Context: an optimization exercise on an open-source flow, tuned for small area and a short achievable clock period. The choices shown serve that exercise and are no tape-out recipe. In this exercise RTL edits were held to simulation tests only and were not proved equivalent to the original. Power figures rest on the tool's default switching activity, not on a simulated workload.

[flow/design.v]
package mips_pkg;
  typedef union packed {
    struct packed {
      logic [5:0] op;
      logic [4:0] rs;
      logic [4:0] rt;
      logic [4:0] rd;
      logic [4:0] shamt;
      logic [5:0] funct;
    } r_fmt;
    struct packed {
      logic [5:0]  op;
      logic [4:0]  rs;
      logic [4:0]  rt;
      logic [15:0] imm;
    } i_fmt;
    struct packed {
      logic [5:0]  op;
      logic [25:0] target;
    } j_fmt;
  } mips_instr_u;
  typedef enum logic [2:0] {
    ALU_AND = 3'b000,
    ALU_OR  = 3'b001,
    ALU_ADD = 3'b010,
    ALU_SUB = 3'b110,
    ALU_SLT = 3'b111
  } alu_ctrl_e;
endpackage
`timescale 1ns/100ps
module mips_ctrl (
  input  logic [31:0] instr,
  output logic        regwrite,    
  output logic [4:0]  writereg,    
  output logic        memwrite,
  output logic        memtoreg,
  output logic        alusrc,      
  output logic        jal,
  output logic        branch,
  output logic        jump,        
  output logic        jr,
  output logic [4:0]  alusel,      
  output logic        sub          
);
  logic [5:0] op, fn;
  logic       rtype, r_add, r_sub, r_and, r_or, r_slt, r_alu;
  logic       is_lw, is_sw, is_addi, is_beq, is_j, is_jal;
  logic       wr_en;
  assign op = instr[31:26];
  assign fn = instr[5:0];
  assign rtype   = (op == 6'b000000);
  assign r_add   = rtype && (fn == 6'b100000);
  assign r_sub   = rtype && (fn == 6'b100010);
  assign r_and   = rtype && (fn == 6'b100100);
  assign r_or    = rtype && (fn == 6'b100101);
  assign r_slt   = rtype && (fn == 6'b101010);
  assign r_alu   = r_add || r_sub || r_and || r_or || r_slt;
  assign jr      = rtype && (fn == 6'b001000);
  assign is_lw   = (op == 6'b100011);
  assign is_sw   = (op == 6'b101011);
  assign is_addi = (op == 6'b001000);
  assign is_beq  = (op == 6'b000100);
  assign is_j    = (op == 6'b000010);
  assign is_jal  = (op == 6'b000011);
  assign writereg = is_jal ? 5'd31 :
                    rtype  ? instr[15:11] : instr[20:16];
  assign wr_en    = r_alu || is_lw || is_addi || is_jal;
  assign regwrite = wr_en && (writereg != 5'd0);
  assign memwrite = is_sw;
  assign memtoreg = is_lw;
  assign alusrc   = is_lw || is_sw || is_addi;
  assign jal      = is_jal;
  assign branch   = is_beq;
  assign jump     = is_j || is_jal;
  assign alusel   = {is_jal, r_slt, r_or, r_and, !(r_and || r_or || r_slt || is_jal)};
  assign sub      = r_sub || r_slt;
endmodule
`timescale 1ns/100ps
module mips_regfile (
  input  logic        clk,
  input  logic        we,     
  input  logic [4:0]  wa,
  input  logic [31:0] wd,
  input  logic [4:0]  ra1,
  input  logic [4:0]  ra2,
  input  logic        rz,
  output logic [31:0] rd1,
  output logic [31:0] rd2
);
  logic [31:0] rf [1:31];
  logic [31:1] wsel, sel1, sel2;
  logic        hit1, hit2;
  for (genvar i = 1; i < 32; i++) begin : g_reg
    assign wsel[i] = we && (wa == i);
    always_ff @(posedge clk) begin
      if (wsel[i])
        rf[i] <= wd;
    end
    assign sel1[i] = !rz && (ra1 == i) && !wsel[i];
    assign sel2[i] = !rz && (ra2 == i) && !wsel[i];
  end
  assign hit1 = !rz && we && (wa == ra1);
  assign hit2 = !rz && we && (wa == ra2);
  always_comb begin
    rd1 = {32{hit1}} & wd;
    rd2 = {32{hit2}} & wd;
    for (int i = 1; i < 32; i++) begin
      rd1 = rd1 | ({32{sel1[i]}} & rf[i]);
      rd2 = rd2 | ({32{sel2[i]}} & rf[i]);
    end
  end
endmodule
`timescale 1ns/100ps
module mips_alu (
  input  logic [31:0] a,
  input  logic [31:0] b,
  input  logic [31:0] link,
  input  logic        sub,      
  input  logic        op_add,   
  input  logic        op_and,
  input  logic        op_or,
  input  logic        op_slt,
  input  logic        op_link,
  output logic [31:0] y
);
  logic [31:0] bx, sum;
  logic        lt;
  assign bx = b ^ {32{sub}};
  mips_add #(.W(32)) u_add (
    .a   (a),
    .b   (bx),
    .cin (sub),
    .s   (sum)
  );
  assign lt  = (a[31] == bx[31]) ? a[31] : sum[31];
  assign y = ({32{op_add}}  & sum) |
             ({32{op_and}}  & (a & b)) |
             ({32{op_or}}   & (a | b)) |
             ({32{op_link}} & link) |
             {31'd0, op_slt & lt};
endmodule
module mips_add #(
  parameter int W = 32
) (
  input  logic [W-1:0] a,
  input  logic [W-1:0] b,
  input  logic         cin,
  output logic [W-1:0] s
);
  localparam int L = (W > 16) ? 5 : (W > 8) ? 4 : (W > 4) ? 3 : (W > 2) ? 2 : 1;
  logic [W-1:0] g [L+1];
  logic [W-1:0] p [L+1];
  assign g[0] = (a & b) | {{(W-1){1'b0}}, (a[0] ^ b[0]) & cin};
  assign p[0] = a ^ b;
  for (genvar l = 0; l < L; l++) begin : g_lvl
    for (genvar i = 0; i < W; i++) begin : g_bit
      if (i >= (1 << l)) begin : g_op
        assign g[l+1][i] = g[l][i] | (p[l][i] & g[l][i - (1 << l)]);
        assign p[l+1][i] = p[l][i] & p[l][i - (1 << l)];
      end else begin : g_pass
        assign g[l+1][i] = g[l][i];
        assign p[l+1][i] = p[l][i];
      end
    end
  end
  assign s = p[0] ^ {g[L][W-2:0], cin};
endmodule
`timescale 1ns/100ps
module mips_datapath (
  input  logic        clk,
  input  logic        rst_n,
  output logic [31:0] pc_f,
  input  logic [31:0] instr_f,
  output logic        memwrite_m,
  output logic [31:0] aluout_m,
  output logic [31:0] writedata_m,
  input  logic [31:0] readdata_m
);
  logic        regwrite_f, memwrite_f, memtoreg_f, alusrc_f, jal_f;
  logic        branch_f, jump_f, jr_f, sub_f;
  logic [4:0]  alusel_f;
  logic [4:0]  writereg_f;
  logic [31:0] rd1_f, rd2_f;
  logic        regwrite_d, memwrite_d, memtoreg_d, alusrc_d;
  logic        branch_d, jump_d, jr_d, sub_d;
  logic [4:0]  alusel_d;
  logic [4:0]  writereg_d;
  logic [25:0] field_d;             
  logic [31:0] rd1_d, rd2_d, srcb_d, aluout_d;
  logic [31:0] pcplus4_f, pcbranch_d, pcjump_d, pcother_d, pcnext_f;
  logic        taken_d;
  logic        regwrite_e, memwrite_e, memtoreg_e;
  logic [4:0]  writereg_e;
  logic [31:0] aluout_e, writedata_e;
  logic        regwrite_m, memtoreg_m;
  logic [4:0]  writereg_m;
  logic [31:0] result_m;
  mips_ctrl u_ctrl (
    .instr    (instr_f),
    .regwrite (regwrite_f),
    .writereg (writereg_f),
    .memwrite (memwrite_f),
    .memtoreg (memtoreg_f),
    .alusrc   (alusrc_f),
    .jal      (jal_f),
    .branch   (branch_f),
    .jump     (jump_f),
    .jr       (jr_f),
    .alusel   (alusel_f),
    .sub      (sub_f)
  );
  mips_regfile u_rf (
    .clk (clk),
    .we  (regwrite_m),
    .wa  (writereg_m),
    .wd  (result_m),
    .ra1 (instr_f[25:21]),
    .ra2 (instr_f[20:16]),
    .rz  (jal_f),
    .rd1 (rd1_f),
    .rd2 (rd2_f)
  );
  assign pcplus4_f[1:0] = pc_f[1:0];
  for (genvar i = 2; i < 32; i++) begin : g_inc
    assign pcplus4_f[i] = pc_f[i] ^ (&pc_f[i-1:2] | (i == 2));
  end
  mips_add #(.W(30)) u_bradd (
    .a   (pc_f[31:2]),
    .b   ({{14{field_d[15]}}, field_d[15:0]}),
    .cin (1'b0),
    .s   (pcbranch_d[31:2])
  );
  assign pcbranch_d[1:0] = pc_f[1:0];
  assign pcjump_d   = {pc_f[31:28], field_d, 2'b00};
  assign pcother_d  = jr_d ? rd1_d : jump_d ? pcjump_d : pcplus4_f;
  assign taken_d    = branch_d && (rd1_d == rd2_d);
  assign pcnext_f   = taken_d ? pcbranch_d : pcother_d;
  assign srcb_d = alusrc_d ? {{16{field_d[15]}}, field_d[15:0]} : rd2_d;
  mips_alu u_alu (
    .a       (rd1_d),
    .b       (srcb_d),
    .link    (pcplus4_f),
    .sub     (sub_d),
    .op_add  (alusel_d[0]),
    .op_and  (alusel_d[1]),
    .op_or   (alusel_d[2]),
    .op_slt  (alusel_d[3]),
    .op_link (alusel_d[4]),
    .y       (aluout_d)
  );
  assign result_m = memtoreg_m ? readdata_m : aluout_m;
  always_ff @(posedge clk or negedge rst_n) begin
    if (!rst_n) begin
      pc_f       <= 32'h0000_0000;
      regwrite_d <= 1'b0;
      memwrite_d <= 1'b0;
      branch_d   <= 1'b0;
      jump_d     <= 1'b0;
      jr_d       <= 1'b0;
      regwrite_e <= 1'b0;
      memwrite_e <= 1'b0;
      regwrite_m <= 1'b0;
      memwrite_m <= 1'b0;
    end else begin
      pc_f       <= pcnext_f;
      regwrite_d <= regwrite_f;
      memwrite_d <= memwrite_f;
      branch_d   <= branch_f;
      jump_d     <= jump_f;
      jr_d       <= jr_f;
      regwrite_e <= regwrite_d;
      memwrite_e <= memwrite_d;
      regwrite_m <= regwrite_e;
      memwrite_m <= memwrite_e;
    end
  end
  always_ff @(posedge clk) begin
    memtoreg_d  <= memtoreg_f;
    alusrc_d    <= alusrc_f;
    alusel_d    <= alusel_f;
    sub_d       <= sub_f;
    writereg_d  <= writereg_f;
    field_d     <= instr_f[25:0];
    rd1_d       <= rd1_f;
    rd2_d       <= rd2_f;
    aluout_e    <= aluout_d;
    writedata_e <= rd2_d;
    memtoreg_e  <= memtoreg_d;
    writereg_e  <= writereg_d;
    aluout_m    <= aluout_e;
    writedata_m <= writedata_e;
    memtoreg_m  <= memtoreg_e;
    writereg_m  <= writereg_e;
  end
endmodule
`timescale 1ns/100ps
module mips_pipe (
  input  logic        clk,
  input  logic        rst_n,
  output logic [31:0] pc_f,
  input  logic [31:0] instr_f,
  output logic        memwrite_m,
  output logic [31:0] aluout_m,
  output logic [31:0] writedata_m,
  input  logic [31:0] readdata_m
);
  mips_datapath u_dp (
    .clk         (clk),
    .rst_n       (rst_n),
    .pc_f        (pc_f),
    .instr_f     (instr_f),
    .memwrite_m  (memwrite_m),
    .aluout_m    (aluout_m),
    .writedata_m (writedata_m),
    .readdata_m  (readdata_m)
  );
endmodule
[flow/run.sh]
#!/bin/bash
# synth_recipe.tcl (not shown) runs the flow's synth.tcl, then flattens the netlist and writes it again
# the make line also repeats each setting of config.mk as NAME=value (left out here)
make -C /OpenROAD-flow-scripts/flow DESIGN_CONFIG=/design/flow/config.mk WORK_HOME=/design/flow/orfs CLKGATE_MAP_FILE= SYNTH_SCRIPT=/design/flow/synth_recipe.tcl finish
[flow/config.mk]
export PLATFORM = sky130hd
export DESIGN_NAME = mips_pipe
export DESIGN_NICKNAME = mips_pipe
export VERILOG_FILES = /design/flow/design.v
export SDC_FILE = /design/flow/constraint.sdc
export NUM_CORES = 4
export LEC_CHECK = 0
export CAP_MARGIN = 20
export CORE_MARGIN = 2
export CORE_UTILIZATION = 40
export SETUP_SLACK_MARGIN = 3.7
export SLEW_MARGIN = 20
export TNS_END_PERCENT = 0
[flow/constraint.sdc]
create_clock -name core_clock -period 6.5 [get_ports {clk}]
set_input_delay 1.3000 -clock core_clock [delete_from_list [all_inputs] [get_ports {clk}]]
set_output_delay 1.3000 -clock core_clock [all_outputs]
set_load 0.01 [all_outputs]
==> metrics.md, run 1 <==
| Metric | Value |
|---|---|
| Status | `no timing/DRC/antenna violations` |
| CTS Buf Count | `135` |
| DR WL/cell | `42.24 µm` |
| Mapped Area | `54340 µm²` |
| Post-Route WL | `259200 µm` |
| Psw | `6.457 mW` |
| Worst skew pair latency | `800 ps` |
| Syn avg cell area | `13.79 µm²` |
| Final ANT Viol Nets | `0` |
| Grt total ovfl | `0` |
| Total number of vias | `46070` |
| Setup TNS | `0 ps` |
| Global Route Usage Sum | `35.83%` |
| LEAKAGE | `22.05 nW` |
| Net Count, Synth | `4074` |
| Rows | `135` |
| Fin cells | `6137` |
| #FFs+latches synth | `1276` |
| Setup ws final | `2957 ps` |
| Cells after DPL | `5772` |
| Vert. Die Dim | `372.6 µm` |
| Internal power | `15.90 mW` |
| Sw Share | `28.88%` |
| Most common cell after layout, fill and taps aside | `edfxtp_1` |
| Area leader, netlist | `edfxtp_1` |
| Die X-Extent | `372.6 µm` |
| Top Ports | `163` |
| Worst Clk Skew | `46.17 ps` |
| Final min period | `3543 ps` |
| DRC Markers | `0` |
| Largest net degree at the start of global routing | `68` |
| Worst-Margin Slew | `1179 ps` |
| Critical Path AT | `4110 ps` |
| Fmax | `0.2823 GHz` |
| Area grow syn2layout | `20.33%` |
| Initial antenna violation count | `10` |
| CTS tree | `done` |
| Async set-or-reset flop fraction in the synthesized netlist | `3.213%` |
| Power Density | `341.9 nW/µm²` |
| Critical Path Sink Type | `flip-flop` |
| HP Class | `flip-flop to flip-flop` |
| Final Hold Viols | `0` |
| IO Port Bufs | `162` |
| GPL Wtd Cong | `0.9785` |
| Die area | `138800 µm²` |
| Critical Path Source Type | `flip-flop` |
| Comb pwr share | `17.7%` |
| Sink Count | `1276` |
| Most frequent cells in the layout | `992 x edfxtp_1, 562 x a22oi_1, 232 x dfxtp_1, 187 x buf_4, 153 x nand4_1` |
| H-Tree Depth | `4` |
| Nets | `4375` |
| Primary FF master, synth | `edfxtp_1` |
| Final Slew Violations | `0` |
| Max_cap viols | `0` |
| Global-route wire length before repair | `341000 µm` |
| Vias in the first global route | `41990` |
| Crit Path Max Fanout | `32` |
| Seq/Total Area, Yosys | `65.66%` |
| CTS Root Buffer Type | `clkbuf_16` |
| CP required | `7070 ps` |
| Core area | `135100 µm²` |
| Share of layout cells above drive strength 1 | `17.43%` |
| Drt initial violations | `11380` |
| Largest cells by area after synthesis | `edfxtp_1 55%, dfxtp_1 9.0%, a22oi_1 7.8%` |
| Post-Syn Instances | `3942` |
| RSZ-0062 raised after global routing | `true` |
| HPWL after DPL | `142400 µm` |
| Final Cycle Share | `54.50%` |
| Starting density of the core | `40.22%` |
| Placement Setup Slack | `1438 ps` |
| Worst slew margin | `21.41%` |
| Netlist cell types | `86` |
| Top-area cell type share of the netlist area | `54.82%` |
| Worst Setup Path Type | `flip-flop to flip-flop` |
| Clock transition at path regs | `60 ps` |
| YS warnings | `9` |
| Final setup vio count | `0` |
| Count of flip-flops with a built-in enable after synthesis | `992` |
| Via/cell ratio | `7.507` |
| Clock network power share | `34.4%` |
| Peak supply drop | `309.2 µV` |
| CTS max path bufs | `3` |
| Detailed Routing Iterations Pass 1 | `14` |
| Seq pwr share | `47.9%` |
## what timing repair did
| item | CTS | global route |
|---|---|---|
| resized for setup | 202 | 91 |
| pin swaps | 61 | 47 |
| buffers inserted | 63 | 46 |
| hold buffers | 0 | 0 |
| gates cloned | 2 | 4 |
| setup endpoints to repair | 379 | 479 |
## metal layers
layer	share of wire (%)	routed length, µm	up-vias	track usage (%)
met1	34	87490	22250	44.11
met4	8.5	22010	16	22.30
met3	18	46530	1463	17.85
li1	-	-	17050	-
met5	0.12	312	-	0.6294
met2	40	102900	5288	49.73
## stage by stage
stage                     hold WS, ps  power [mW]  cell area [µm²]  util (%)
after floorplan                 309.6       12.54            54610         -
after global placement          310.6       14.34            58940     43.62
after detailed placement        312.0       14.39            58960     43.63
after CTS                       325.4       22.08            64620     47.82
after global routing            328.1       22.89            65370     48.38
final                           316.6       22.35            65390     48.39
## flip-flops by register name, indices dropped and copies added (netlist names), 5 cells and up
register,cells
u_dp.writereg_e,5
u_dp.alusel_d,5
u_dp.aluout_m,32
u_dp.rd2_d,32
u_dp.writedata_e,32
u_dp.field_d,26
u_dp.aluout_e,32
u_dp.pc_f,32
u_dp.u_rf.rf,992
u_dp.writereg_m,5
u_dp.writedata_m,32
u_dp.rd1_d,32
u_dp.writereg_d,5
## cell families (layout without fill, tap and decap cells)
group	after synthesis	count (layout)	share of synthesized area (%)
mux	83	83	1.667
flops	1276	1276	65.66
buf+inv	318	724	2.415
compound gates	1337	1337	19.40
fa+ha+maj	66	66	1.547
simple gates	726	726	7.124
other cells	0	8	0
xor+xnor	136	136	2.192
## power by group through the flow
stage                     Combinational, mW  Sequential, mW  Clock [mW]
after floorplan                        1.95            10.6           0
after global placement                 3.51            10.8           0
after detailed placement               3.57            10.8           0
after CTS                              3.73            10.7        7.68
after global routing                   4.17            10.7        8.01
final                                  3.96            10.7        7.69
## worst max-delay path, cell delays in order (launching register included)
cell       delay, ps
dfrtp_1          530
nor2b_2          330
nand2_2          200
nor2_4           280
buf_8            420
nor3_2           110
buf_6            350
a22oi_1          240
nand4_1          120
a2111oi_0        470
nand4_1          260
## synth_stat cells (90+ instances only)
cell	number
a22o_1	152
a22oi_1	562
clkbuf_1	190
nor2_1	90
edfxtp_1	992
a222oi_1	122
nand4_1	153
nor3_1	92
o21ai_0	95
dfxtp_1	243
nand3_1	127
nand2_1	134
a221oi_1	141
## final cells by class
| cell class | count | area, µm² |
|---|---|---|
| inverters | 57 | 216.5 |
| well taps | 1781 | 2228 |
| flip-flops and latches | 1276 | 35700 |
| fillers | 11580 | 69740 |
| clock inverters | 64 | 634.4 |
| repair buffers | 425 | 4197 |
| diodes | 8 | 20.02 |
| multi-input cells | 2348 | 18700 |
| clock buffers | 178 | 3691 |
## path summary, 6_finish.rpt
| kind | startpoint | endpoint | slack [ps] | cells after the start |
|---|---|---|---|---|
| setup / recovery | u_dp.regwrite_m | u_dp.rd1_d[2] | 2960 | 10 |
| hold / removal | u_dp.writedata_e[5] | u_dp.writedata_m[5] | 320 | 0 |
| setup reg to reg | u_dp.regwrite_m | u_dp.rd1_d[2] | 2960 | 10 |
| hold reg to reg | u_dp.writedata_e[5] | u_dp.writedata_m[5] | 320 | 0 |
| max in group asynchronous | rst_n | u_dp.pc_f[2] | 5520 | 1 |
| min in group asynchronous | rst_n | u_dp.pc_f[28] | 550 | 1 |
==> run 2: changes to the inputs <==
--- a/flow/design.v
+++ b/flow/design.v
@@ -84,5 +84,4 @@
   input  logic [4:0]  ra1,
   input  logic [4:0]  ra2,
-  input  logic        rz,
   output logic [31:0] rd1,
   output logic [31:0] rd2
@@ -97,9 +96,9 @@
         rf[i] <= wd;
     end
-    assign sel1[i] = !rz && (ra1 == i) && !wsel[i];
-    assign sel2[i] = !rz && (ra2 == i) && !wsel[i];
+    assign sel1[i] = (ra1 == i) && !wsel[i];
+    assign sel2[i] = (ra2 == i) && !wsel[i];
   end
-  assign hit1 = !rz && we && (wa == ra1);
-  assign hit2 = !rz && we && (wa == ra2);
+  assign hit1 = we && (wa == ra1);
+  assign hit2 = we && (wa == ra2);
   always_comb begin
     rd1 = {32{hit1}} & wd;
@@ -181,12 +180,15 @@
   logic [4:0]  alusel_f;
   logic [4:0]  writereg_f;
-  logic [31:0] rd1_f, rd2_f;
-  logic        regwrite_d, memwrite_d, memtoreg_d, alusrc_d;
+  logic [31:0] rd1_f, rd2_f, srcb_f, simm_f;
+  logic [31:2] pcbranch_f, target_f;
+  logic [16:0] brlo_f;
+  logic [13:0] brhi_f, brinc_f, brdec_f;
+  logic        regwrite_d, memwrite_d, memtoreg_d;
   logic        branch_d, jump_d, jr_d, sub_d;
   logic [4:0]  alusel_d;
   logic [4:0]  writereg_d;
-  logic [25:0] field_d;             
   logic [31:0] rd1_d, rd2_d, srcb_d, aluout_d;
-  logic [31:0] pcplus4_f, pcbranch_d, pcjump_d, pcother_d, pcnext_f;
+  logic [31:2] target_d;
+  logic [31:0] pcplus4_f, pcother_d, pcnext_f;
   logic        taken_d;
   logic        regwrite_e, memwrite_e, memtoreg_e;
@@ -217,24 +219,36 @@
     .ra1 (instr_f[25:21]),
     .ra2 (instr_f[20:16]),
-    .rz  (jal_f),
     .rd1 (rd1_f),
     .rd2 (rd2_f)
   );
+  assign simm_f = {{16{instr_f[15]}}, instr_f[15:0]};
+  mips_add #(.W(17)) u_bradd (
+    .a   ({1'b0, pcplus4_f[17:2]}),
+    .b   ({1'b0, instr_f[15:0]}),
+    .cin (1'b0),
+    .s   (brlo_f)
+  );
+  assign brhi_f = pcplus4_f[31:18];
+  for (genvar i = 0; i < 14; i++) begin : g_brhi
+    if (i == 0) begin : g_lsb
+      assign brinc_f[i] = !brhi_f[i];
+      assign brdec_f[i] = !brhi_f[i];
+    end else begin : g_bit
+      assign brinc_f[i] = brhi_f[i] ^ (&brhi_f[i-1:0]);
+      assign brdec_f[i] = brhi_f[i] ^ !(|brhi_f[i-1:0]);
+    end
+  end
+  assign pcbranch_f[17:2]  = brlo_f[15:0];
+  assign pcbranch_f[31:18] = (brlo_f[16] == instr_f[15]) ? brhi_f :
+                             brlo_f[16] ? brinc_f : brdec_f;
+  assign target_f = jump_f ? {pcplus4_f[31:28], instr_f[25:0]} : pcbranch_f;
+  assign srcb_f = alusrc_f ? simm_f : rd2_f;
   assign pcplus4_f[1:0] = pc_f[1:0];
   for (genvar i = 2; i < 32; i++) begin : g_inc
     assign pcplus4_f[i] = pc_f[i] ^ (&pc_f[i-1:2] | (i == 2));
   end
-  mips_add #(.W(30)) u_bradd (
-    .a   (pc_f[31:2]),
-    .b   ({{14{field_d[15]}}, field_d[15:0]}),
-    .cin (1'b0),
-    .s   (pcbranch_d[31:2])
-  );
-  assign pcbranch_d[1:0] = pc_f[1:0];
-  assign pcjump_d   = {pc_f[31:28], field_d, 2'b00};
-  assign pcother_d  = jr_d ? rd1_d : jump_d ? pcjump_d : pcplus4_f;
-  assign taken_d    = branch_d && (rd1_d == rd2_d);
-  assign pcnext_f   = taken_d ? pcbranch_d : pcother_d;
-  assign srcb_d = alusrc_d ? {{16{field_d[15]}}, field_d[15:0]} : rd2_d;
+  assign pcother_d  = jr_d ? rd1_d : pcplus4_f;
+  assign taken_d    = jump_d || (branch_d && (rd1_d == rd2_d));
+  assign pcnext_f   = taken_d ? {target_d, jump_d ? 2'b00 : pc_f[1:0]} : pcother_d;
   mips_alu u_alu (
     .a       (rd1_d),
@@ -277,11 +291,11 @@
   always_ff @(posedge clk) begin
     memtoreg_d  <= memtoreg_f;
-    alusrc_d    <= alusrc_f;
     alusel_d    <= alusel_f;
     sub_d       <= sub_f;
     writereg_d  <= writereg_f;
-    field_d     <= instr_f[25:0];
     rd1_d       <= rd1_f;
     rd2_d       <= rd2_f;
+    srcb_d      <= srcb_f;
+    target_d    <= target_f;
     aluout_e    <= aluout_d;
     writedata_e <= rd2_d;
--- a/flow/config.mk
+++ b/flow/config.mk
@@ -9,4 +9,7 @@
 export CORE_MARGIN = 2
 export CORE_UTILIZATION = 40
+export CTS_BUF_LIST = sky130_fd_sc_hd__clkbuf_16
+export CTS_CLUSTER_DIAMETER = 80
+export CTS_CLUSTER_SIZE = 25
 export SETUP_SLACK_MARGIN = 3.7
 export SLEW_MARGIN = 20
==> run 2 against run 1 <==
  * Cell count shrank 2.1%
  * Register-to-register slack gained 40 ps
  * Non-clock buffer count fell by 17
  * First-iteration DRC count up 3.7%
  * Flip-flop and latch count rose by 35
  * Combinational power rose by 22%
  * Sequential power grew 4%
  * Total power decreased by 6.7%
  * Worst setup slack got worse by 39 ps
  * Critical endpoint is now u_dp.rd1_d[24]
  * Largest cell class unchanged
==> metrics.md, run 2 <==
| Metric | Value |
|---|---|
| Status | `no timing/DRC/antenna violations` |
| Worst skew pair latency | `730 ps` |
| Hold path start | `u_dp.memtoreg_e` |
| Detailed Routing Iterations Pass 1 | `13` |
| Largest cells by area after synthesis | `edfxtp_1 54%, dfxtp_1 10%, a22oi_1 7.5%` |
| Total power | `20.86 mW` |
| Post-synth top cells | `992 x edfxtp_1, 548 x a22oi_1, 278 x dfxtp_1, 206 x clkbuf_1, 180 x a22o_1` |
| Clock transition at path regs | `100 ps` |
| Levels on crit path | `10` |
| Most frequent cells in the layout | `992 x edfxtp_1, 548 x a22oi_1, 268 x dfxtp_1, 199 x buf_4, 180 x a22o_1` |
| #FFs+latches synth | `1311` |
| Internal power | `14.39 mW` |
| Final min period | `3581 ps` |
| Final ANT Viol Nets | `0` |
| Global Route Usage Sum | `36.07%` |
| Grt total ovfl | `0` |
| Primary FF master, synth | `edfxtp_1` |
| Clock network power share | `23.7%` |
| H-Tree Depth | `3` |
| Buffers & Inverters on Critical Path | `3` |
| LEAKAGE | `20.93 nW` |
| Setup TNS | `0 ps` |
| Netlist cell types | `84` |
| Worst path max stage delay | `590 ps` |
| Top Ports | `163` |
| Worst Clk Skew | `35.20 ps` |
| Syn avg cell area | `13.86 µm²` |
| Net Count, Synth | `4082` |
| CTS tree | `done` |
| HP Class | `flip-flop to flip-flop` |
| Fmax | `0.2792 GHz` |
| Total number of vias | `45500` |
| CTS max path bufs | `3` |
| R2R Path Start | `u_dp.writereg_m[2]` |
| CP delay by family, top | `buffers and inverters` |
| Most common cell after layout, fill and taps aside | `edfxtp_1` |
| R2r setup slk | `3000 ps` |
| Hold Path Stages | `0` |
| Rows | `135` |
| Max_cap viols | `0` |
| Drt initial violations | `11800` |
| Power Density | `327.6 nW/µm²` |
| Peak supply drop | `196.0 µV` |
| Psw | `6.469 mW` |
| Final setup vio count | `0` |
| CTS Buf Count | `66` |
| RSZ-0062 raised after global routing | `true` |
| Final Slew Violations | `0` |
| Die X-Extent | `374.6 µm` |
| Die area | `140300 µm²` |
| Seq/Total Area, Yosys | `66.22%` |
| Sw Share | `31.01%` |
| YS warnings | `9` |
| Top-area cell type share of the netlist area | `54.23%` |
| Seq pwr share | `53.2%` |
| Post-Syn Instances | `3963` |
| Global-route wire length before repair | `350200 µm` |
| Core area | `135800 µm²` |
| Critical Path AT | `4190 ps` |
| Final Cycle Share | `55.10%` |
| DR WL/cell | `43.69 µm` |
| Largest register FFs | `992` |
| GPL Wtd Cong | `0.9946` |
| Final Hold Viols | `0` |
| Worst-Margin Slew | `1105 ps` |
| Worst slew margin | `24.25%` |
| Critical Path Sink Type | `flip-flop` |
| Area grow syn2layout | `15.90%` |
| Most numerous cell in the Yosys netlist | `edfxtp_1` |
| Number of cells on the worst reg-to-reg path | `11` |
| HPWL after DPL | `147000 µm` |
| Hold Crit Endpoint | `u_dp.memtoreg_m` |
| Count of flip-flops with a built-in enable after synthesis | `992` |
| Crit Path Max Fanout | `23` |
| Worst Setup Path Type | `input pin to flip-flop` |
| Mapped Area | `54930 µm²` |
| DRC Markers | `0` |
| IO Port Bufs | `162` |
| Hold-fix buffers, CTS | `0` |
| CP required | `7100 ps` |
| Critical Path Source Type | `input pin` |
| Comb pwr share | `23.1%` |
| Slowest CP cell | `or3b_2` |
| Crit path cell chain | `dlygate4sd2_1 -> or3b_2 -> nor3_2 -> buf_6 -> buf_4 -> a22o_1 -> a221oi_1 -> o2111ai_1 -> nor3_1 -> nand2_1` |
| CTS Root Buffer Type | `clkbuf_16` |
| Reg with most FFs | `u_dp.u_rf.rf` |
| Area leader, netlist | `edfxtp_1` |
| Sink Count | `1311` |
| Post-Route WL | `262600 µm` |
| Async set-or-reset flop fraction in the synthesized netlist | `3.127%` |
| Share of layout cells above drive strength 1 | `14.83%` |
| Via/cell ratio | `7.570` |
| Vias in the first global route | `42310` |
| Initial antenna violation count | `16` |
| Worst r2r dst | `u_dp.rd1_d[31]` |
| Vert. Die Dim | `374.6 µm` |
| Starting density of the core | `40.45%` |
| Largest net degree at the start of global routing | `63` |
| Nets | `4289` |
==> run 2: changes by cell type in the layout (fill, tap and decap cells not counted), sizes merged, moves of 21 or more <==
cell     delta
clkbuf    -112
nand3      -92
o2111ai    +50
a222oi     -39
a211oi     +36
dfxtp      +35
clkinv     -33
a2111oi    -30
a22o       +28
o21ai      -22
a221oi     +21
inv        +21
==> run 2: worst max-delay path by stage <==
stage / from / endpoint / slack, ps
3_3_place_gp: instr_f[16] / u_dp.srcb_d[22] / 1520
3_5_place_dp: instr_f[16] / u_dp.srcb_d[6] / 1480
4_1_cts: u_dp.pc_f[2] / u_dp.target_d[31] / 3180
2_1_floorplan: instr_f[0] / u_dp.target_d[22] / 3030
6_report: instr_f[21] / u_dp.rd1_d[24] / 2920
5_1_grt: u_dp.pc_f[2] / u_dp.target_d[31] / 2970
==> run 2: area by class of cell <==
class,count,area [µm²]
multi-input combinational,2333,18790
tap,1781,2228
fill,11890,72140
inverter,50,187.7
timing repair buffer,408,3944
clock inverter,46,287.8
clock buffer,72,1802
antenna,9,22.52
sequential,1311,36410
==> run 2: timing repair <==
| action | CTS | global route |
|---|---|---|
| endpoints found under the setup margin | 844 | 719 |
| pin swaps | 44 | 15 |
| gates resized for setup | 155 | 29 |
| setup buffers | 77 | 13 |
==> run 2: stage by stage <==
stage                     util, %  setup WS, ps  hold WS, ps  cell area (µm²)  instances
final                       46.88          2919        329.6            63670       6010
after global routing        46.87          2971        337.5            63650       6002
after CTS                   46.70          3177        329.9            63420       5988
after detailed placement    44.24          1483        312.1            60070       5793
after global placement      44.21          1520        310.6            60050       5792
after floorplan                 -          3032        309.6            55060       3963
==> run 2: cells by family (layout without fill, tap and decap cells) <==
group                    after synthesis  after routing  share of synthesized area [%]
AO/OA/AOI/OAI                       1371           1371                          19.55
XOR/XNOR                             134            134                          2.136
adder cells (fa/ha/maj)               54             54                          1.253
buffers and inverters                319            576                          2.221
flip-flops                          1311           1311                          66.22
multiplexers                         104            104                          2.029
other                                  0              9                              0
AND/OR/NAND/NOR                      670            670                          6.585
==> run 2: power by group through the flow <==
| stage | Combinational (mW) | Clock [mW] | Sequential [mW] |
|---|---|---|---|
| floorplan | 2.31 | 0 | 11.0 |
| global placement | 4.13 | 0 | 11.2 |
| detailed placement | 4.17 | 0 | 11.2 |
| CTS | 4.55 | 4.91 | 11.1 |
| global route | 5.07 | 5.20 | 11.2 |
| finish | 4.82 | 4.94 | 11.1 |
==> run 2: worst reg2reg max path: stages, from the launching register on <==
cell       delay, ps
dfxtp_2          570
nand4b_1         150
buf_4            170
nor2_4            80
buf_6            390
nor3_2           110
buf_4            400
a22o_1           390
a221oi_1         250
o2111ai_1        160
nor3_1           330
nand2_1          320
==> run 2: per-layer routing <==
| metal | vias to the layer above | track usage, % | part of all wire [%] |
|---|---|---|---|
| met5 | - | 0.2401 | 0.040 |
| met1 | 22090 | 43.79 | 33 |
| met2 | 5161 | 51.37 | 40 |
| li1 | 16810 | - | - |
| met4 | 10 | 21.34 | 8.1 |
| met3 | 1433 | 17.98 | 18 |
==> run 3: changes to the inputs <==
==> flow/flow/run.sh (new file) <==
#!/bin/bash
# Standard layout (standard synthesis included) with these changes:
#  - port buffers are buf_2 cells instead of the delay-cell default,
#  - timing repair may resize a cell to any cell of the same function
#    (not only one with the same footprint),
#  - clock tree synthesis adds no dummy loads and clusters up to 25 sinks
#    (within 80 um) per clkbuf_16 leaf buffer.
# The make output goes to flow.log here; each ORFS step keeps its own log
# under orfs/logs.
set -euo pipefail
bash standard.sh \
  "BUFFER_PORTS_ARGS=-buffer_cell sky130_fd_sc_hd__buf_2" \
  MATCH_CELL_FOOTPRINT=0 \
  "CTS_ARGS=-sink_clustering_enable -repair_clock_nets -dont_use_dummy_load -buf_list sky130_fd_sc_hd__clkbuf_16 -sink_clustering_size 25 -sink_clustering_max_diameter 80" \
  finish > flow.log 2>&1
==> flow/standard.sh (new file) <==
#!/bin/bash
# synth_recipe.tcl (not shown) runs the flow's synth.tcl, then flattens the netlist and writes it again
# the make line also repeats each setting of config.mk as NAME=value (left out here)
make -C /OpenROAD-flow-scripts/flow DESIGN_CONFIG=/design/flow/config.mk WORK_HOME=/design/flow/orfs CLKGATE_MAP_FILE= SYNTH_SCRIPT=/design/flow/synth_recipe.tcl "${@:-finish}"
--- a/flow/config.mk
+++ b/flow/config.mk
@@ -9,7 +9,4 @@
 export CORE_MARGIN = 2
 export CORE_UTILIZATION = 40
-export CTS_BUF_LIST = sky130_fd_sc_hd__clkbuf_16
-export CTS_CLUSTER_DIAMETER = 80
-export CTS_CLUSTER_SIZE = 25
 export SETUP_SLACK_MARGIN = 3.7
 export SLEW_MARGIN = 20
removed: flow/run.sh
==> run 3 against run 2 <==
  * Still clean
  * Cell area is 2.6% lower
  * First-iteration DRC count fell by 6.0%
  * Critical path depth is 1 higher
  * Worst setup slack about the same
  * Flip-flop and latch count unchanged
  * Clock power shrank about 10%
  * Non-clock buffer count fell by 27
  * Total power is 4.5% lower
  * Via count fell by 0.23%
  * Critical path type unchanged
==> metrics.md, run 3 <==
| Metric | Value |
|---|---|
| Status | `no timing/DRC/antenna violations` |
| Global Route Usage Sum | `36.00%` |
| Sink Count | `1311` |
| Hold path start | `u_dp.aluout_e[0]` |
| Vias in the first global route | `41860` |
| Rows | `135` |
| Primary FF master, synth | `edfxtp_1` |
| RSZ-0062 raised after global routing | `true` |
| Critical Path AT | `4190 ps` |
| CTS Root Buffer Type | `clkbuf_16` |
| Most common cell after layout, fill and taps aside | `edfxtp_1` |
| Final setup vio count | `0` |
| Grt total ovfl | `0` |
| Clock transition at path regs | `100 ps` |
| Net Count, Synth | `4082` |
| DR WL/cell | `44.05 µm` |
| Worst r2r dst | `u_dp.rd1_d[18]` |
| HP Class | `flip-flop to flip-flop` |
| Count of flip-flops with a built-in enable after synthesis | `992` |
| Hold Path Stages | `0` |
| Die X-Extent | `374.6 µm` |
| Via/cell ratio | `7.651` |
| Top-area cell type share of the netlist area | `54.23%` |
| H-Tree Depth | `3` |
| Worst slew margin | `22.99%` |
| Critical Path Sink Type | `flip-flop` |
| Worst skew pair latency | `710 ps` |
| Seq/Total Area, Yosys | `66.22%` |
| Most frequent cells in the layout | `992 x edfxtp_1, 548 x a22oi_1, 267 x dfxtp_1, 185 x buf_4, 180 x a22o_1` |
| LEAKAGE | `20.48 nW` |
| Syn avg cell area | `13.86 µm²` |
| R2r setup slk | `3040 ps` |
| Global-route wire length before repair | `349800 µm` |
| Final Hold Viols | `0` |
| Starting density of the core | `40.45%` |
| Drt initial violations | `11090` |
| Reg with most FFs | `u_dp.u_rf.rf` |
| Final ANT Viol Nets | `0` |
| Post-synth top cells | `992 x edfxtp_1, 548 x a22oi_1, 278 x dfxtp_1, 206 x clkbuf_1, 180 x a22o_1` |
| CTS max path bufs | `3` |
| Worst-Margin Slew | `1123 ps` |
| Worst Clk Skew | `79.61 ps` |
| Final core occ | `45.68%` |
| Vert. Die Dim | `374.6 µm` |
| Netlist cell types | `84` |
| Final Slew Violations | `0` |
| Largest cells by area after synthesis | `edfxtp_1 54%, dfxtp_1 10%, a22oi_1 7.5%` |
| Setup TNS | `0 ps` |
| Async set-or-reset flop fraction in the synthesized netlist | `3.127%` |
| Total number of vias | `45390` |
| Initial antenna violation count | `7` |
| Final Cycle Share | `55.09%` |
| Fmax | `0.2792 GHz` |
| Post-Route WL | `261300 µm` |
| DRC Markers | `0` |
| IO Port Bufs | `162` |
| Number of cells on the worst reg-to-reg path | `9` |
| Crit Path Max Fanout | `20` |
| Die area | `140300 µm²` |
| HPWL after DPL | `148600 µm` |
| Critical Path Source Type | `input pin` |
| CP required | `7110 ps` |
| Nets | `4262` |
| Worst Setup Path Type | `input pin to flip-flop` |
| Largest register FFs | `992` |
| Area grow syn2layout | `12.94%` |
| Top Ports | `163` |
| Power Density | `321.0 nW/µm²` |
| Share of layout cells above drive strength 1 | `17.68%` |
| YS warnings | `9` |
| CTS Buf Count | `66` |
| CTS tree | `done` |
| Hold Crit Endpoint | `u_dp.aluout_m[0]` |
| Largest net degree at the start of global routing | `63` |
| Max_cap viols | `0` |
| Peak supply drop | `157.5 µV` |
| Detailed Routing Iterations Pass 1 | `12` |
| Final min period | `3581 ps` |
| GPL Wtd Cong | `0.9842` |
| Area leader, netlist | `edfxtp_1` |
| Core area | `135800 µm²` |
| Mapped Area | `54930 µm²` |
| Post-Syn Instances | `3963` |
| #FFs+latches synth | `1311` |
| R2R Path Start | `u_dp.regwrite_m` |
| Most numerous cell in the Yosys netlist | `edfxtp_1` |
## run 3: cells by family (layout without fill, tap and decap cells)
family	Yosys count	after routing	synth area share, %
AOI/OAI and AO/OA	1371	1371	19.55
other	0	11	0
muxes	104	104	2.029
adders and majority gates	54	54	1.253
buffers and inverters	319	497	2.221
DFF	1311	1311	66.22
and+or+nand+nor	670	670	6.585
xor gates and xnor gates	134	134	2.136
## run 3: where the power goes
| group | total, mW | switching [mW] | leakage, nW | internal (mW) |
|---|---|---|---|---|
| sequential | 11.1 | 0.594 | 11.8 | 10.5 |
| combinational | 4.36 | 2.97 | 7.89 | 1.39 |
| clock | 4.43 | 2.61 | 0.813 | 1.82 |
| total | 19.9 | 6.17 | 20.5 | 13.7 |
## run 3: stage by stage
stage / instance area [µm²] / hold WS, ps / total power, mW / cells / setup slack (ps)
finish: 62040 / 294.6 / 19.91 / 5933 / 2919
global route: 62020 / 301.0 / 20.49 / 5923 / 3013
CTS: 61780 / 296.0 / 19.64 / 5920 / 3202
detailed placement: 59070 / 312.1 / 15.12 / 5796 / 1894
global placement: 59060 / 310.8 / 15.09 / 5795 / 1878
floorplan: 55060 / 309.6 / 13.34 / 3963 / 3034
## run 3: cell type report
type	count	area [µm²]
Clock buffer	66	1652
Fill cell	11940	73760
Timing Repair Buffer	381	2775
Tap cell	1781	2228
Antenna cell	11	27.53
Inverter	50	187.7
Multi-Input combinational cell	2333	18760
Sequential cell	1311	36410
## run 3: worst max-delay path by stage
stage | startpoint | endpoint | slack, ps | cells after the start
3_5_place_dp | instr_f[20] | u_dp.srcb_d[16] | 1890 | 10
3_3_place_gp | instr_f[16] | u_dp.srcb_d[10] | 1880 | 10
6_report | instr_f[18] | u_dp.srcb_d[28] | 2920 | 11
5_1_grt | u_dp.pc_f[2] | u_dp.target_d[25] | 3010 | 14
2_1_floorplan | instr_f[0] | u_dp.target_d[22] | 3030 | 10
4_1_cts | u_dp.pc_f[2] | u_dp.target_d[31] | 3200 | 15
## run 3: routing by layer
metal / GRT usage, % / wire length, µm / vias to the layer above
met5: 0.2401 / 114 / -
met4: 22.60 / 22100 / 8
met2: 51.54 / 106500 / 5204
met1: 43.84 / 86990 / 22080
met3: 16.56 / 45650 / 1398
li1: - / - / 16700
## run 3: worst max-delay path, cell delays in order
cell and delay [ps]:
buf_2 180, nand3b_1 290, buf_4 220, a211oi_4 150, buf_4 650, buf_4 530, a22oi_1 160, nand4_1 160
nor3_1 60, nand3_1 280, o21a_1 150
## run 3: what timing repair did
action	CTS	global route
buffers inserted	58	1
gates resized for setup	115	34
pin swaps	39	13
gates cloned	0	0
endpoints found under the setup margin	1311	737
hold buffers	0	0
==> run 4: changes to the inputs <==
--- a/flow/design.v
+++ b/flow/design.v
@@ -181,5 +181,6 @@
   logic [4:0]  writereg_f;
   logic [31:0] rd1_f, rd2_f, srcb_f, simm_f;
-  logic [31:2] pcbranch_f, target_f;
+  logic [31:2] pcbranch_f;
+  logic [31:0] target_f;
   logic [16:0] brlo_f;
   logic [13:0] brhi_f, brinc_f, brdec_f;
@@ -188,6 +189,5 @@
   logic [4:0]  alusel_d;
   logic [4:0]  writereg_d;
-  logic [31:0] rd1_d, rd2_d, srcb_d, aluout_d;
-  logic [31:2] target_d;
+  logic [31:0] rd1_d, srcb_d, target_d, aluout_d;
   logic [31:0] pcplus4_f, pcother_d, pcnext_f;
   logic        taken_d;
@@ -224,10 +224,10 @@
   assign simm_f = {{16{instr_f[15]}}, instr_f[15:0]};
   mips_add #(.W(17)) u_bradd (
-    .a   ({1'b0, pcplus4_f[17:2]}),
+    .a   ({1'b0, pc_f[17:2]}),
     .b   ({1'b0, instr_f[15:0]}),
-    .cin (1'b0),
+    .cin (1'b1),
     .s   (brlo_f)
   );
-  assign brhi_f = pcplus4_f[31:18];
+  assign brhi_f = pc_f[31:18];
   for (genvar i = 0; i < 14; i++) begin : g_brhi
     if (i == 0) begin : g_lsb
@@ -242,5 +242,7 @@
   assign pcbranch_f[31:18] = (brlo_f[16] == instr_f[15]) ? brhi_f :
                              brlo_f[16] ? brinc_f : brdec_f;
-  assign target_f = jump_f ? {pcplus4_f[31:28], instr_f[25:0]} : pcbranch_f;
+  assign target_f = memwrite_f ? rd2_f :
+                    jump_f     ? {pcplus4_f[31:28], instr_f[25:0], 2'b00} :
+                                 {pcbranch_f, pc_f[1:0]};
   assign srcb_f = alusrc_f ? simm_f : rd2_f;
   assign pcplus4_f[1:0] = pc_f[1:0];
@@ -249,6 +251,6 @@
   end
   assign pcother_d  = jr_d ? rd1_d : pcplus4_f;
-  assign taken_d    = jump_d || (branch_d && (rd1_d == rd2_d));
-  assign pcnext_f   = taken_d ? {target_d, jump_d ? 2'b00 : pc_f[1:0]} : pcother_d;
+  assign taken_d    = jump_d || (branch_d && (rd1_d == srcb_d));
+  assign pcnext_f   = taken_d ? target_d : pcother_d;
   mips_alu u_alu (
     .a       (rd1_d),
@@ -295,9 +297,8 @@
     writereg_d  <= writereg_f;
     rd1_d       <= rd1_f;
-    rd2_d       <= rd2_f;
     srcb_d      <= srcb_f;
     target_d    <= target_f;
     aluout_e    <= aluout_d;
-    writedata_e <= rd2_d;
+    writedata_e <= target_d;
     memtoreg_e  <= memtoreg_d;
     writereg_e  <= writereg_d;
==> run 4 against run 3 <==
  * Cell count rose by 2.4%
  * Register-to-register slack lost 30 ps
  * Synthesized cell count is 3.5% higher
  * Non-clock buffer count is 13 higher
  * Clock skew grew 17 ps
  * Die area fell by 0.37%
  * Utilization down 0.29 points
  * Sequential power about the same
  * Critical path type unchanged
  * Critical endpoint is now u_dp.target_d[27]
  * Largest cell class unchanged
==> metrics.md, run 4 <==
| Metric | Value |
|---|---|
| Final Slew Violations | `0` |
| DR WL/cell | `43.43 µm` |
| Peak supply drop | `229.7 µV` |
| #FFs+latches synth | `1281` |
| Final setup vio count | `0` |
| Worst r2r dst | `u_dp.rd1_d[12]` |
| Setup TNS | `0 ps` |
| Placed cell area | `58770 µm²` |
| Worst-Margin Slew | `1085 ps` |
| Setup ws final | `2969 ps` |
| Placement Setup Slack | `1986 ps` |
| R2r setup slk | `3010 ps` |
| Max_cap viols | `0` |
| HP Class | `flip-flop to flip-flop` |
| Die area | `139800 µm²` |
| Most frequent cells in the layout | `992 x edfxtp_1, 700 x a22oi_1, 241 x dfxtp_1, 199 x nand2_1, 195 x buf_4` |
| Final ANT Viol Nets | `0` |
| Primary FF master, synth | `edfxtp_1` |
| Worst skew pair latency | `770 ps` |
| Critical Path AT | `4160 ps` |
| Detailed Routing Iterations Pass 1 | `14` |
| Top-area cell type share of the netlist area | `54.43%` |
| Grt total ovfl | `0` |
| Fill cell count | `12080` |
| Via/cell ratio | `7.553` |
| Critical Path Sink Type | `flip-flop` |
| Vert. Die Dim | `373.9 µm` |
| Global-route wire length before repair | `352800 µm` |
| CTS tree | `done` |
| DRC Markers | `0` |
| Vias in the first global route | `42550` |
| Hold-fix buffers, CTS | `0` |
| Crit Path Max Fanout | `26` |
| Top Ports | `163` |
| CTS max path bufs | `3` |
| Last element of the critical path | `u_dp.target_d[27]` |
| Drt initial violations | `11830` |
| Most numerous cell in the Yosys netlist | `edfxtp_1` |
| Die X-Extent | `373.9 µm` |
| Slowest CP cell | `nor3_4` |
| Netlist cell types | `80` |
| Sink Count | `1281` |
| Post-synth top cells | `992 x edfxtp_1, 700 x a22oi_1, 248 x dfxtp_1, 215 x clkbuf_1, 208 x nand2_1` |
| Power Density | `315.8 nW/µm²` |
| Final Cycle Share | `54.32%` |
| Seq/Total Area, Yosys | `65.38%` |
| H-Tree Depth | `2` |
| Final Hold Viols | `0` |
| CTS Buf Count | `61` |
| Worst slew margin | `27.67%` |
| Starting density of the core | `40.35%` |
| Status | `no timing/DRC/antenna violations` |
| Fmax | `0.2832 GHz` |
| CTS Root Buffer Type | `clkbuf_16` |
| Worst Clk Skew | `96.91 ps` |
| Count of flip-flops with a built-in enable after synthesis | `992` |
| Worst path max stage delay | `690 ps` |
| Reg with most FFs | `u_dp.u_rf.rf` |
| Most common cell after layout, fill and taps aside | `edfxtp_1` |
| Worst Setup SP | `instr_f[19]` |
| Area grow syn2layout | `12.52%` |
| R2R Path Start | `u_dp.writereg_m[0]` |
| Final min period | `3531 ps` |
| Largest register FFs | `992` |
| Final core occ | `45.40%` |
| Final Instance Area | `61580 µm²` |
| RSZ-0062 raised after global routing | `true` |
| Critical Path Source Type | `input pin` |
| Post-Route WL | `263900 µm` |
| Async set-or-reset flop fraction in the synthesized netlist | `3.201%` |
| Global Route Usage Sum | `36.35%` |
| Area leader, netlist | `edfxtp_1` |
| Share of layout cells above drive strength 1 | `15.63%` |
| Nets | `4472` |
| Largest cells by area after synthesis | `edfxtp_1 54%, a22oi_1 9.6%, dfxtp_1 9.1%` |
| HPWL after DPL | `153900 µm` |
| Crit path cell chain | `buf_2 -> nand3b_1 -> nor3_4 -> buf_6 -> a22oi_1 -> nand4_1 -> nor4_1 -> nand2_1 -> o22ai_1 -> nor2_1` |
| Rows | `135` |
| Post-Syn Instances | `4102` |
| Mapped Area | `54730 µm²` |
| Syn avg cell area | `13.34 µm²` |
| IO Port Bufs | `162` |
| Worst Setup Path Type | `input pin to flip-flop` |
| Hold Path Stages | `0` |
| LEAKAGE | `20.45 nW` |
| Core area | `135600 µm²` |
| CP required | `7130 ps` |
| Initial antenna violation count | `9` |
| Total number of vias | `45910` |
| Largest net degree at the start of global routing | `65` |
| YS warnings | `9` |
| Number of cells on the worst reg-to-reg path | `10` |
| Net Count, Synth | `4285` |
| Hold path start | `u_dp.writedata_e[0]` |
| Clock transition at path regs | `90 ps` |
| GPL Wtd Cong | `1.010` |
## run 4: what timing repair did
item                       CTS  global route
buffers inserted            56             0
gates resized for setup    155            28
setup endpoints to repair  768           602
pin swaps                   40             6
gates cloned                 1             0
## run 4: critical path: cells and delay by family
family / cells / cell delay [ps]
and+or+nand+nor: 6 / 1760
AOI/OAI and AO/OA: 2 / 320
buffers and inverters: 2 / 740
## run 4: logic make-up (layout without fill, tap and decap cells)
kind of cell,Yosys count,after routing,synth area share [%]
muxes,82,82,1.536
xor gates and xnor gates,109,109,1.744
other,0,10,0
AOI/OAI and AO/OA,1351,1351,18.61
DFF,1281,1281,65.38
buffers and inverters,389,574,2.778
and+or+nand+nor,772,772,7.232
adders and majority gates,118,118,2.721
## run 4: routing by layer
layer	vias to the layer above	global-route usage (%)	wire length (µm)
met4	10	23.92	23960
met1	22110	43.95	86630
li1	16950	-	-
met5	-	0.5832	127
met2	5263	51.77	106600
met3	1569	16.85	46620
## run 4: area by class of cell
class	instances	area (µm²)	share of cell area [%]
antenna	10	25.02	0.04064
clock buffer	61	1526	2.479
inverter	119	473.0	0.7681
multi-input combinational	2432	18650	30.29
sequential	1281	35800	58.15
tap	1781	2228	3.619
timing repair buffer	394	2867	4.655
## run 4: worst min path at each step
stage | endpoint | slack [ps]
after floorplan | u_dp.aluout_m[0] | 310
after global placement | u_dp.writedata_m[17] | 310
after detailed placement | u_dp.aluout_m[18] | 310
after CTS | u_dp.writedata_m[0] | 290
after global routing | u_dp.writedata_m[0] | 300
final | u_dp.writedata_m[0] | 290
## run 4: where the power goes
| part | switching [mW] | total, mW | leakage, nW | internal, mW |
|---|---|---|---|---|
| Clock | 2.56 | 4.23 | 0.752 | 1.67 |
| Combinational | 2.95 | 4.19 | 8.16 | 1.24 |
| Sequential | 0.605 | 11.0 | 11.5 | 10.4 |
| Total | 6.12 | 19.4 | 20.4 | 13.3 |
## run 4: per-stage QoR
stage	hold WS (ps)	total power, mW	cells
after floorplan	309.6	13.12	4102
after global placement	309.8	14.98	5950
after detailed placement	312.1	15.00	5950
after CTS	289.3	19.19	6068
after global routing	301.9	19.99	6073
final	292.2	19.44	6078
==> run 5: changes to the inputs <==
--- a/flow/config.mk
+++ b/flow/config.mk
@@ -9,5 +9,5 @@
 export CORE_MARGIN = 2
 export CORE_UTILIZATION = 40
-export SETUP_SLACK_MARGIN = 3.7
+export SETUP_SLACK_MARGIN = 3.4
 export SLEW_MARGIN = 20
-export TNS_END_PERCENT = 0
+export TNS_END_PERCENT = 100
==> run 5 against run 4 <==
  * Non-clock buffer count grew 89
  * Critical path depth grew 4
  * Still clean
  * Combinational power grew 8.1%
  * Worst hold slack gained 37 ps
  * Sequential share of layout area shrank 1.7 points
  * Largest cell class unchanged
  * Cell count grew 1.6%
  * Count of clock-buffer cells in the layout shrank 2
==> metrics.md, run 5 <==
| Metric | Value |
|---|---|
| Fmax | `0.3051 GHz` |
| Final setup vio count | `0` |
| Placed cell area | `58750 µm²` |
| Largest net degree at the start of global routing | `47` |
| Critical Path Sink Type | `flip-flop` |
| Final core occ | `46.81%` |
| Core area | `135600 µm²` |
| Seq pwr share | `55.8%` |
| Final Instance Area | `63490 µm²` |
| Net Count, Synth | `4285` |
| Post-synth top cells | `992 x edfxtp_1, 700 x a22oi_1, 248 x dfxtp_1, 215 x clkbuf_1, 208 x nand2_1` |
| Vert. Die Dim | `373.9 µm` |
| IO Port Bufs | `162` |
| Status | `no timing/DRC/antenna violations` |
| Cells after DPL | `5937` |
| Reg with most FFs | `u_dp.u_rf.rf` |
| #FFs+latches synth | `1281` |
| Netlist cell types | `80` |
| Power Density | `310.4 nW/µm²` |
| DR WL/cell | `43.01 µm` |
| Worst Clk Skew | `80.42 ps` |
| Largest register FFs | `992` |
| Worst slew margin | `26.82%` |
| Worst Setup Path Type | `input pin to flip-flop` |
| Via/cell ratio | `7.536` |
| Global Route Usage Sum | `36.09%` |
| Sink Count | `1281` |
| Max_cap viols | `0` |
| CP required | `7120 ps` |
| YS warnings | `9` |
| Starting density of the core | `40.35%` |
| Detailed Routing Iterations Pass 1 | `13` |
| Most numerous cell in the Yosys netlist | `edfxtp_1` |
| Count of flip-flops with a built-in enable after synthesis | `992` |
| Area leader, netlist | `edfxtp_1` |
| Post-Route WL | `265600 µm` |
| Worst-Margin Slew | `1067 ps` |
| Final Hold Viols | `0` |
| Primary FF master, synth | `edfxtp_1` |
| Peak supply drop | `238.3 µV` |
| Comb pwr share | `23.0%` |
| Most common cell after layout, fill and taps aside | `edfxtp_1` |
| RSZ-0062 raised after global routing | `true` |
| Fill cell count | `11860` |
| Drt initial violations | `11420` |
| Nets | `4562` |
| Initial antenna violation count | `17` |
| Top Ports | `163` |
| HPWL after DPL | `147200 µm` |
| Seq/Total Area, Yosys | `65.38%` |
| CTS Root Buffer Type | `clkbuf_16` |
| DRC Markers | `0` |
| CTS tree | `done` |
| Total number of vias | `46530` |
| Final min period | `3278 ps` |
| Post-Syn Instances | `4102` |
| Share of layout cells above drive strength 1 | `19.97%` |
| Most frequent cells in the layout | `992 x edfxtp_1, 698 x a22oi_1, 241 x dfxtp_1, 221 x buf_4, 179 x nand2_1` |
| FF/Latch Area | `35810 µm²` |
| Setup TNS | `0 ps` |
| CTS max path bufs | `3` |
| Critical Path Source Type | `input pin` |
| LEAKAGE | `21.12 nW` |
| Sw Share | `31.70%` |
| Die X-Extent | `373.9 µm` |
| Hold-fix buffers, CTS | `0` |
| Final Slew Violations | `0` |
| Psw | `6.246 mW` |
| CTS Buf Count | `59` |
| Vias in the first global route | `42630` |
| Crit Path Max Fanout | `3` |
| Async set-or-reset flop fraction in the synthesized netlist | `3.201%` |
| Global-route wire length before repair | `350200 µm` |
| Hold WS | `328.9 ps` |
| Final ANT Viol Nets | `0` |
| Multi-input logic area | `19430 µm²` |
| Mapped Area | `54730 µm²` |
| Clock network power share | `21.2%` |
| Syn avg cell area | `13.34 µm²` |
| Die area | `139800 µm²` |
| Fin cells | `6175` |
| Worst skew pair latency | `770 ps` |
| Critical Path AT | `3890 ps` |
| Top-area cell type share of the netlist area | `54.43%` |
| Area grow syn2layout | `16.01%` |
| Grt total ovfl | `0` |
| Rows | `135` |
| GPL Wtd Cong | `0.9717` |
| H-Tree Depth | `2` |
| Clock transition at path regs | `90 ps` |
| Largest cells by area after synthesis | `edfxtp_1 54%, a22oi_1 9.6%, dfxtp_1 9.1%` |
| Internal power | `13.46 mW` |
| HP Class | `flip-flop to flip-flop` |
| Final Cycle Share | `50.43%` |
## run 5: critical path, cell delays in order
cell       delay (ps)
buf_12            120
clkinv_16          40
ha_4              120
inv_2              30
fa_2              350
a211oi_2          250
o21ai_2           120
a21oi_2           240
a21oi_4           130
a2bb2oi_4         170
or3_4             360
o41ai_4           300
mux2i_1           110
a221o_1           250
## run 5: logic make-up after synthesis
family	share of synthesized area, %
compound gates	18.61
simple gates	7.232
fa+ha+maj	2.721
buf+inv	2.778
flops	65.38
mux	1.536
xor+xnor	1.744
## run 5: metal layers
layer  wire length, µm  up-vias  global-route usage, %  part of all wire (%)
li1                  -    17160                      -                     -
met2            106800     5358                  51.26                    40
met3             48760     1616                  17.97                    18
met4             23550       24                  22.49                   8.9
met5               281        -                 0.4460                  0.11
met1             86240    22380                  43.44                    32
## run 5: worst paths after layout
kind                                      from             endpoint  slack [ps]  depth (start not counted)
hold / removal             u_dp.writedata_e[5]  u_dp.writedata_m[5]         330                          0
setup / recovery                    instr_f[0]    u_dp.target_d[30]        3220                         14
hold reg to reg            u_dp.writedata_e[5]  u_dp.writedata_m[5]         330                          0
min in group asynchronous                rst_n      u_dp.memwrite_e         680                          2
setup reg to reg                u_dp.rd1_d[29]        u_dp.pc_f[23]        3230                          7
max in group asynchronous                rst_n        u_dp.pc_f[18]        5290                          2
## run 5: metrics by stage
step | worst slack, ps | total power [mW]
after floorplan | 2761 | 13.13
after global placement | 2113 | 14.98
after detailed placement | 2078 | 15.01
after CTS | 3264 | 19.19
after global routing | 3155 | 20.23
final | 3222 | 19.70
## run 5: power by group through the flow
stage / Clock [mW] / Combinational [mW] / Sequential, mW
after floorplan: 0 / 2.15 / 11.0
after global placement: 0 / 3.83 / 11.1
after detailed placement: 0 / 3.87 / 11.1
after CTS: 4.14 / 4.08 / 11.0
after global routing: 4.41 / 4.76 / 11.1
final: 4.17 / 4.53 / 11.0
## run 5: final cells by class
| cell class | instances | share of cell area [%] |
|---|---|---|
| flip-flops and latches | 1281 | 56.40 |
| multi-input cells | 2435 | 30.60 |
| repair buffers | 483 | 6.338 |
| well taps | 1781 | 3.510 |
| clock buffers | 59 | 2.325 |
| inverters | 119 | 0.7568 |
| diodes | 17 | 0.06701 |
## run 5: repair_timing
action                     4_1_cts  5_1_grt
gates cloned                     6        4
buffers inserted               115       37
resized for setup              207      220
pin swaps                       69       69
setup endpoints to repair      243      142
==> run 6: changes to the inputs <==
--- a/flow/config.mk
+++ b/flow/config.mk
@@ -9,5 +9,5 @@
 export CORE_MARGIN = 2
 export CORE_UTILIZATION = 40
-export SETUP_SLACK_MARGIN = 3.4
+export SETUP_SLACK_MARGIN = 3.3
 export SLEW_MARGIN = 20
 export TNS_END_PERCENT = 100
==> run 6 against run 5 <==
  * Worst hold slack lost 12 ps
  * Utilization shrank 0.68 points
  * Cell count down 0.81%
  * Sequential share of layout area up 0.83 points
  * Still clean
  * Critical path depth down 3
  * Sequential power barely moved
  * Largest power group unchanged
  * Synthesized cell count stayed put
  * Total power decreased by 0.92%
  * Synthesized area is the same
  * Die area stayed put
  * Largest cell class unchanged
==> metrics.md, run 6 <==
| Metric | Value |
|---|---|
| Count of flip-flops with a built-in enable after synthesis | `992` |
| Final Cycle Share | `52.27%` |
| Fill cell count | `11860` |
| Post-synth top cells | `992 x edfxtp_1, 700 x a22oi_1, 248 x dfxtp_1, 215 x clkbuf_1, 208 x nand2_1` |
| CTS max path bufs | `3` |
| Cells after DPL | `5913` |
| Worst slew margin | `22.40%` |
| Crit Path Max Fanout | `21` |
| Async set-or-reset flop fraction in the synthesized netlist | `3.201%` |
| IO Port Bufs | `162` |
| GPL Wtd Cong | `0.9586` |
| Last element of the critical path | `u_dp.srcb_d[10]` |
| Most common cell after layout, fill and taps aside | `edfxtp_1` |
| Comb pwr share | `22.2%` |
| Core area | `135600 µm²` |
| Power Density | `312.0 nW/µm²` |
| Detailed Routing Iterations Pass 1 | `13` |
| Syn avg cell area | `13.34 µm²` |
| FF/Latch Area | `35810 µm²` |
| Largest register FFs | `992` |
| Final Instance Area | `62570 µm²` |
| Global-route wire length before repair | `345000 µm` |
| Max_cap viols | `0` |
| Sink Count | `1281` |
| Post-Route WL | `260700 µm` |
| Setup TNS | `0 ps` |
| Top-area cell type share of the netlist area | `54.43%` |
| #FFs+latches synth | `1281` |
| CTS tree | `done` |
| Vias in the first global route | `42130` |
| Internal power | `13.39 mW` |
| Most numerous cell in the Yosys netlist | `edfxtp_1` |
| Worst skew pair latency | `760 ps` |
| Mapped Area | `54730 µm²` |
| Clock network power share | `21.5%` |
| Most frequent cells in the layout | `992 x edfxtp_1, 700 x a22oi_1, 238 x dfxtp_1, 203 x buf_4, 187 x nand2_1` |
| Fin cells | `6125` |
| Die X-Extent | `373.9 µm` |
| Hold WS | `316.8 ps` |
| Top Ports | `163` |
| YS warnings | `9` |
| H-Tree Depth | `2` |
| DRC Markers | `0` |
| Initial antenna violation count | `7` |
| Peak supply drop | `213.9 µV` |
| Most used cell along the critical path | `buf_4` |
| Worst-Margin Slew | `1164 ps` |
| HP Class | `flip-flop to flip-flop` |
| Critical Path AT | `3990 ps` |
| Fmax | `0.2943 GHz` |
| Starting density of the core | `40.35%` |
| Final Slew Violations | `0` |
| Worst r2r dst | `u_dp.srcb_d[10]` |
| DR WL/cell | `42.56 µm` |
| Final ANT Viol Nets | `0` |
| Worst path max stage delay | `520 ps` |
| CP delay by family, top | `simple AND/OR/NAND/NOR gates` |
| R2R Path Start | `u_dp.regwrite_m` |
| Via/cell ratio | `7.503` |
| Final min period | `3397 ps` |
| Worst Clk Skew | `95.21 ps` |
| R2r setup slk | `3100 ps` |
| RSZ-0062 raised after global routing | `true` |
| Number of cells on the worst reg-to-reg path | `11` |
| Hold-fix buffers, CTS | `0` |
| Global Route Usage Sum | `35.30%` |
| CP required | `7100 ps` |
| Post-Syn Instances | `4102` |
| Rows | `135` |
| Clock transition at path regs | `110 ps` |
| Nets | `4517` |
| Worst Setup SP | `u_dp.regwrite_m` |
| Critical Path Sink Type | `flip-flop` |
| Psw | `6.131 mW` |
| Levels on crit path | `11` |
| Die area | `139800 µm²` |
| Multi-input logic area | `18980 µm²` |
| Seq pwr share | `56.3%` |
| Status | `no timing/DRC/antenna violations` |
| Drt initial violations | `11370` |
| Vert. Die Dim | `373.9 µm` |
| Reg with most FFs | `u_dp.u_rf.rf` |
| Primary FF master, synth | `edfxtp_1` |
| Total number of vias | `45960` |
| Worst Setup Path Type | `flip-flop to flip-flop` |
| LEAKAGE | `20.79 nW` |
| Area grow syn2layout | `14.32%` |
| Netlist cell types | `80` |
| Final core occ | `46.13%` |
| Final setup vio count | `0` |
| Area leader, netlist | `edfxtp_1` |
| Largest net degree at the start of global routing | `47` |
| Slowest CP cell | `dfrtp_4` |
| Share of layout cells above drive strength 1 | `17.96%` |
| Grt total ovfl | `0` |
| Critical Path Source Type | `flip-flop` |
| Net Count, Synth | `4285` |
| Buffers & Inverters on Critical Path | `3` |
| Final Hold Viols | `0` |
| Seq/Total Area, Yosys | `65.38%` |
| CTS Buf Count | `60` |
| Largest cells by area after synthesis | `edfxtp_1 54%, a22oi_1 9.6%, dfxtp_1 9.1%` |
| Sw Share | `31.40%` |
| Crit path cell chain | `buf_4 -> buf_4 -> nand4bb_4 -> nor2_4 -> nor4_2 -> buf_4 -> a22oi_1 -> o211ai_1 -> nor4_1 -> nand2_1 -> mux2_2` |
| CTS Root Buffer Type | `clkbuf_16` |
| HPWL after DPL | `139400 µm` |
| Placed cell area | `58540 µm²` |
-- run 6: timing repair --
item                                    in CTS  in global routing
cloned                                       5                  9
buffers inserted                            78                 48
endpoints found under the setup margin     210                157
gates resized for setup                    154                146
pin swaps                                   45                 50
-- run 6: logic make-up after synthesis --
group	Yosys count	synth area share, %
flip-flops	1281	65.38
AND/OR/NAND/NOR	772	7.232
multiplexers	82	1.536
adder cells (fa/ha/maj)	118	2.721
AO/OA/AOI/OAI	1351	18.61
XOR/XNOR	109	1.744
buffers and inverters	389	2.778
-- run 6: worst register-to-register path, delay by kind of cell, from the launching register on --
| kind | cells | cell delay, ps |
|---|---|---|
| AOI/OAI and AO/OA | 2 | 490 |
| buffers and inverters | 3 | 660 |
| DFF | 1 | 520 |
| muxes | 1 | 320 |
| and+or+nand+nor | 5 | 1270 |
-- run 6: worst min path at each step --
| stage | startpoint | endpoint | slack, ps | cells past startpoint |
|---|---|---|---|---|
| 3_3_place_gp | u_dp.aluout_e[17] | u_dp.aluout_m[17] | 310 | 0 |
| 4_1_cts | u_dp.writereg_e[3] | u_dp.writereg_m[3] | 300 | 0 |
| 6_report | u_dp.writereg_e[3] | u_dp.writereg_m[3] | 320 | 0 |
| 3_5_place_dp | u_dp.aluout_e[5] | u_dp.aluout_m[5] | 310 | 0 |
| 5_1_grt | u_dp.writereg_e[0] | u_dp.writereg_m[0] | 320 | 0 |
| 2_1_floorplan | u_dp.aluout_e[0] | u_dp.aluout_m[0] | 310 | 0 |
-- run 6: cell type report --
class | count | area share, %
timing repair buffer | 438 | 5.646
inverter | 119 | 0.7679
timing repair inverter | 1 | 0.007999
clock buffer | 60 | 2.400
tap | 1781 | 3.562
sequential | 1281 | 57.23
multi-input combinational | 2433 | 30.34
antenna | 12 | 0.04800
-- run 6: power by group through the flow --
stage	clock [mW]	sequential [mW]	combinational [mW]
after detailed placement	0	11.1	3.82
after floorplan	0	11.0	2.15
after CTS	4.15	11.0	3.97
after global routing	4.42	11.1	4.58
final	4.19	11.0	4.33
after global placement	0	11.1	3.78
-- run 6: metal layers --
layer	track usage [%]	vias to the layer above	routed length, µm
li1	-	17050	-
met1	43.42	22070	85770
met2	50.06	5380	104000
met3	17.39	1448	49190
met4	20.17	11	21410
met5	0.5146	-	317
-- run 6: through the flow --
| stage | power (mW) | worst slack, ps |
|---|---|---|
| floorplan | 13.13 | 2761 |
| global placement | 14.92 | 2141 |
| detailed placement | 14.96 | 2088 |
| CTS | 19.09 | 3171 |
| global route | 20.06 | 3111 |
| finish | 19.52 | 3103 |

## separate check: timing with driven ports
In the flow no input, the clock included, has a driving cell. The finished layouts below were timed again as built, in two steps.
Step 1, drivers: a clkbuf_16 drives clk and a buf_2 each remaining input, both assumed.
Step 2, shift: input delay + t, output delay - t, t = (earliest + latest rising clock arrival at the registers) / 2. This alone moves slack from input paths to output paths.
a / b / c = ideal ports / drivers / drivers and shift; a / b = the first two.
run	t, ns	slack for setup (ns)	hold WS [ns]	clock arrival spread, ns
run 1	0.857	2.957 / 2.957 / 2.167	0.317 / 0.317 / 0.317	0.046 / 0.047
run 2	0.784	2.919 / 2.963 / 2.180	0.330 / 0.330 / 0.330	0.039 / 0.039
run 3	0.748	2.919 / 2.950 / 2.201	0.295 / 0.295 / 0.295	0.081 / 0.081
run 4	0.797	2.969 / 2.878 / 2.080	0.292 / 0.292 / 0.292	0.099 / 0.099
run 5	0.814	3.222 / 3.206 / 2.392	0.329 / 0.329 / 0.329	0.088 / 0.089
run 6	0.799	3.103 / 3.102 / 2.390	0.317 / 0.317 / 0.317	0.106 / 0.106
After both steps setup and hold are still met in every run listed. For run 4, which loses most, drivers alone change the setup slack by -0.091 ns; drivers and shift together by -0.889 ns.
